This is an optimization exercise on Yosys and OpenROAD, whose aim is small area, not a production implementation.
Where RTL was checked, it was by simulation tests only, not by an equivalence proof against the original.
Power is estimated from default activity; no workload was simulated.

Setup of the baseline:
// yrow_delta_integrator
module yrow_delta_integrator #(
  parameter int DATA_W     = 24,
  parameter int ENTRIES    = 5,
  parameter int ADDR_W     = 16,
  parameter int FIFO_DEPTH = 4
) (
  input  logic                     clk,
  input  logic                     rst_n,
  input  logic                     chng_valid,
  output logic                     chng_ready,
  input  logic [ADDR_W-1:0]        chng_row,
  input  logic [ADDR_W-1:0]        chng_col,
  input  logic [DATA_W-1:0]        chng_real,
  input  logic [DATA_W-1:0]        chng_img,
  input  logic                     filt_EN,
  output logic                     op_rd_req,
  output logic [ADDR_W-1:0]        op_y_row,
  input  logic [ENTRIES*2*DATA_W-1:0] ymem_data,
  input  logic                     yMemDataReady,
  output logic                     op_wr_en,
  output logic [ENTRIES*2*DATA_W-1:0] op_wr_data,
  output logic [2*DATA_W-1:0]      op_yVal1,
  output logic [2*DATA_W-1:0]      op_yVal2,
  output logic                     op_EX_EN,
  input  logic                     exModDone,
  output logic                     op_Done,
  output logic                     op_colErr
);
For scale: ~2100 cells after synthesis, ~590 flip-flops, ~680 I/O pins, ~26000 um2 of cells after synthesis.
==> module yrow_delta_integrator, before the edit <==
module yrow_delta_integrator #(
  parameter int DATA_W     = 24,
  parameter int ENTRIES    = 5,
  parameter int ADDR_W     = 16,
  parameter int FIFO_DEPTH = 4
) (
  input  logic                     clk,
  input  logic                     rst_n,
  input  logic                     chng_valid,
  output logic                     chng_ready,
  input  logic [ADDR_W-1:0]        chng_row,
  input  logic [ADDR_W-1:0]        chng_col,
  input  logic [DATA_W-1:0]        chng_real,
  input  logic [DATA_W-1:0]        chng_img,
  input  logic                     filt_EN,
  output logic                     op_rd_req,
  output logic [ADDR_W-1:0]        op_y_row,
  input  logic [ENTRIES*2*DATA_W-1:0] ymem_data,
  input  logic                     yMemDataReady,
  output logic                     op_wr_en,
  output logic [ENTRIES*2*DATA_W-1:0] op_wr_data,
  output logic [2*DATA_W-1:0]      op_yVal1,
  output logic [2*DATA_W-1:0]      op_yVal2,
  output logic                     op_EX_EN,
  input  logic                     exModDone,
  output logic                     op_Done,
  output logic                     op_colErr
);
  localparam int ENT_W  = 2 * DATA_W;
  localparam int ROW_W  = ENTRIES * ENT_W;
  localparam int WORD_W = ADDR_W + 3 + 2 * DATA_W;
  localparam logic [2:0] S_IDLE    = 3'b000;
  localparam logic [2:0] S_FETCH   = 3'b001;
  localparam logic [2:0] S_UPDATE  = 3'b011;
  localparam logic [2:0] S_WRITE   = 3'b010;
  localparam logic [2:0] S_NOTIFY  = 3'b110;
  localparam logic [2:0] S_WAIT_EX = 3'b111;
  localparam logic [2:0] S_EX_SEEN = 3'b101;
  function automatic logic [DATA_W-1:0] sat_add(input logic [DATA_W-1:0] a,
                                                input logic [DATA_W-1:0] b);
    logic [DATA_W:0] sum;
    sum = {a[DATA_W-1], a} + {b[DATA_W-1], b};
    sat_add = (sum[DATA_W] ^ sum[DATA_W-1]) ? {sum[DATA_W], {(DATA_W-1){~sum[DATA_W]}}} : sum[DATA_W-1:0];
  endfunction
  logic [2:0] state_q, state_d;
  logic [WORD_W-1:0] fifo_q [FIFO_DEPTH];
  logic [2:0]        wr_ptr_q, rd_ptr_q;
  logic              done_q, col_err_q;
  logic [ADDR_W-1:0] row_q;
  logic [ENTRIES-1:0] sel_q;    
  logic [DATA_W-1:0] dre_q, dim_q;
  logic [ROW_W-1:0]  row_buf_q;
  logic              empty_s, full_s, push_s, pop_s, col_ok_s, idle_s;
  logic              in_err_s;
  logic [WORD_W-1:0] push_word_s, head_s;
  logic [ENT_W-1:0]  old_ent_s, new_ent_s;
  assign empty_s  = (wr_ptr_q == rd_ptr_q);
  assign full_s   = (wr_ptr_q == {~rd_ptr_q[2], rd_ptr_q[1:0]});
  assign idle_s   = (state_q == S_IDLE);
  assign push_s   = chng_valid & ~full_s;
  assign pop_s    = idle_s & filt_EN & ~empty_s;
  assign in_err_s = (chng_col >= ADDR_W'(ENTRIES));
  assign push_word_s = {chng_row, chng_col[2] | in_err_s, chng_col[1] | in_err_s,
                        chng_col[0], chng_real, chng_img};
  assign head_s   = fifo_q[rd_ptr_q[1:0]];
  assign col_ok_s = ~(head_s[2*DATA_W+2] & head_s[2*DATA_W+1]);
  always_ff @(posedge clk) begin
    for (int i = 0; i < FIFO_DEPTH; i++) begin
      if (push_s && wr_ptr_q[1:0] == 2'(i)) fifo_q[i] <= push_word_s;
    end
  end
  always_ff @(posedge clk or negedge rst_n) begin
    if (!rst_n) begin
      wr_ptr_q  <= 3'd0;
      rd_ptr_q  <= 3'd0;
      state_q   <= S_IDLE;
      done_q    <= 1'b1;
      col_err_q <= 1'b0;
    end else begin
      if (push_s) wr_ptr_q <= wr_ptr_q + 3'd1;
      if (pop_s)  rd_ptr_q <= rd_ptr_q + 3'd1;
      state_q   <= state_d;
      done_q    <= idle_s & empty_s;
      col_err_q <= col_err_q | (pop_s & ~col_ok_s);
    end
  end
  always_comb begin
    state_d = state_q;
    case (state_q)
      S_IDLE:    state_d = (pop_s && col_ok_s) ? S_FETCH : S_IDLE;
      S_FETCH:   state_d = yMemDataReady ? S_UPDATE : S_FETCH;
      S_UPDATE:  state_d = S_WRITE;
      S_WRITE:   state_d = S_NOTIFY;
      S_NOTIFY:  state_d = S_WAIT_EX;
      S_WAIT_EX: state_d = exModDone ? S_EX_SEEN : S_WAIT_EX;
      S_EX_SEEN: state_d = S_IDLE;
      default:   state_d = S_IDLE;
    endcase
  end
  always_ff @(posedge clk) begin
    if (pop_s) begin
      row_q <= head_s[2*DATA_W+3 +: ADDR_W];
      for (int k = 0; k < ENTRIES; k++) sel_q[k] <= (head_s[2*DATA_W +: 3] == 3'(k));
      dre_q <= head_s[DATA_W +: DATA_W];
      dim_q <= head_s[0 +: DATA_W];
    end
    if (state_q == S_FETCH) row_buf_q <= ymem_data;
  end
  always_comb begin
    old_ent_s = {ENT_W{1'b0}};
    for (int k = 0; k < ENTRIES; k++) begin
      old_ent_s = old_ent_s | ({ENT_W{sel_q[k]}} & row_buf_q[k*ENT_W +: ENT_W]);
    end
    new_ent_s = {sat_add(old_ent_s[DATA_W +: DATA_W], dre_q),
                 sat_add(old_ent_s[0 +: DATA_W], dim_q)};
  end
  for (genvar k = 0; k < ENTRIES; k++) begin : g_wr
    assign op_wr_data[k*ENT_W +: ENT_W] = ({ENT_W{sel_q[k]}} & new_ent_s) |
                                          ({ENT_W{~sel_q[k]}} & row_buf_q[k*ENT_W +: ENT_W]);
  end
  assign chng_ready = ~full_s;
  assign op_rd_req  = (state_q == S_FETCH);
  assign op_wr_en   = (state_q == S_WRITE);
  assign op_EX_EN   = (state_q == S_NOTIFY);
  assign op_y_row   = row_q;
  assign op_yVal1   = old_ent_s;
  assign op_yVal2   = new_ent_s;
  assign op_Done    = done_q;
  assign op_colErr  = col_err_q;
endmodule
clock: 7.0 ns
lec_check: 0
abc_area: 0
cap_margin: 20
core_margin: 2
core_utilization: 55
cts_cluster_diameter: 100
cts_cluster_size: 25
slew_margin: 20
standard.sh (not shown) runs the stock make flow with config.mk's settings and CLKGATE_MAP_FILE= SYNTH_SCRIPT=/design/flow/synth_recipe.tcl, a recipe that flattens the netlist after the stock synthesis.
==> flow/flow/run.sh <==
#!/bin/bash
# Standard ORFS layout (the standard.sh) with these changes:
#  - at the end of floorplanning, the combinational logic of the synthesized netlist
#    is re-mapped for area with OpenROAD's restructure (ABC), onto the
#    platform library less its don't-use cells; registers are untouched;
#  - port buffers use the smallest plain buffer (buf_1) instead of the cell
#    buffer_ports picks by default;
#  - clock tree synthesis without dummy loads.
# Every tool's output goes to a log in this folder (standard.log, ORFS logs
# under orfs/logs).
set -euo pipefail
here=$(pwd)
python3 flow/filter_lib.py "$FLOW_HOME/platforms/sky130hd/lib/sky130_fd_sc_hd__tt_025C_1v80.lib" \
  "$here/rs_lib.lib" > filter_lib.log 2>&1
mkdir -p "$here/rs_work"
export RS_LIB="$here/rs_lib.lib"
export RS_WORK="$here/rs_work"
export POST_FLOORPLAN_TCL="$here/flow/restructure.tcl"
export BUFFER_PORTS_ARGS="-buffer_cell sky130_fd_sc_hd__buf_1"
export CTS_ARGS="-sink_clustering_enable -repair_clock_nets -sink_clustering_size 25 -sink_clustering_max_diameter 100 -dont_use_dummy_load"
bash standard.sh > standard.log 2>&1
==> flow/flow/filter_lib.py <==
# Copy a liberty file without the cells the platform marks don't-use
# (probe and lpflow cells), for the area restructuring step to map onto.
import re, sys
src, dst = sys.argv[1], sys.argv[2]
drop = re.compile(r'^\s*cell\s*\(\s*"?sky130_fd_sc_hd__(probe|lpflow_)')
out, skip, depth = [], False, 0
for line in open(src):
    if not skip and drop.match(line):
        skip, depth = True, 0
    if skip:
        depth += line.count('{') - line.count('}')
        if depth <= 0 and '}' in line:
            skip = False
        continue
    out.append(line)
open(dst, 'w').writelines(out)
==> flow/flow/restructure.tcl <==
# POST_FLOORPLAN hook: re-map the combinational logic of the synthesized
# netlist for area (registers are left as synthesis made them).
report_design_area
restructure -target area -liberty_file $::env(RS_LIB) \
  -tielo_port sky130_fd_sc_hd__conb_1/LO -tiehi_port sky130_fd_sc_hd__conb_1/HI \
  -work_dir $::env(RS_WORK) -abc_logfile $::env(RS_WORK)/abc.log
report_design_area
Finished, but not clean: the baseline, with negative setup slack.
Modified inputs, the candidate compared to the baseline
-- flow/design.v --
<<< the baseline, line 104
      dre_q <= head_s[DATA_W +: DATA_W];
      dim_q <= head_s[0 +: DATA_W];
    end
    if (state_q == S_FETCH) row_buf_q <= ymem_data;
>>> the candidate, line 104
      dre_q <= head_s[DATA_W +: DATA_W];
      dim_q <= head_s[0 +: DATA_W];
    end else if (state_q == S_UPDATE) begin
      {dre_q, dim_q} <= new_ent_s;
    end
    if (state_q == S_FETCH) row_buf_q <= ymem_data;
<<< the baseline, line 116
  end
  for (genvar k = 0; k < ENTRIES; k++) begin : g_wr
    assign op_wr_data[k*ENT_W +: ENT_W] = ({ENT_W{sel_q[k]}} & new_ent_s) |
                                          ({ENT_W{~sel_q[k]}} & row_buf_q[k*ENT_W +: ENT_W]);
  end
>>> the candidate, line 118
  end
  for (genvar k = 0; k < ENTRIES; k++) begin : g_wr
    assign op_wr_data[k*ENT_W +: ENT_W] = ({ENT_W{sel_q[k]}} & {dre_q, dim_q}) |
                                          ({ENT_W{~sel_q[k]}} & row_buf_q[k*ENT_W +: ENT_W]);
  end
<<< the baseline, line 125
  assign op_y_row   = row_q;
  assign op_yVal1   = old_ent_s;
  assign op_yVal2   = new_ent_s;
  assign op_Done    = done_q;
  assign op_colErr  = col_err_q;
>>> the candidate, line 127
  assign op_y_row   = row_q;
  assign op_yVal1   = old_ent_s;
  assign op_yVal2   = {dre_q, dim_q};
  assign op_Done    = done_q;
  assign op_colErr  = col_err_q;
==> comparison <==
Although it ran to completion, the baseline produced a layout that fails the final checks because of negative setup slack.
The candidate reached the final stage; the timing, DRC and antenna checks on its layout passed.
Sort the baseline and the candidate by cell area after technology mapping, ascending, and the baseline comes first.
Side by side, share of total power in the clock network turned out higher in the candidate than in the baseline.
Delta (the candidate minus the baseline): cell total after placement dropped 150; critical path depth moved down; post-synthesis average cell area increased by about 16% relative to the old numbers.
No functional check of the RTL was part of the baseline.

## separate check: timing with driven ports
Ports are ideal in the flow. The routed layouts listed here were re-timed in OpenROAD. Step 1: set_driving_cell puts a clkbuf_16 on clk and a buf_2 on each other input, an assumption about the parent block. Step 2 moves the port delays by t, midway between the first and last clock arrival at a register: inputs arrive t later, outputs are due t later. That takes back most of the time a late clock gives input paths. Slacks: ideal ports / drivers / drivers and shift; pairs: ideal ports / drivers.
| run | t (ns) | setup slack, ns | cell pins on the clock port's net |
|---|---|---|---|
| the baseline | 0.653 | -0.555 / -0.614 / 0.040 | 1 |
| the candidate | 0.657 | 0.658 / 0.658 / 0.658 | 1 |
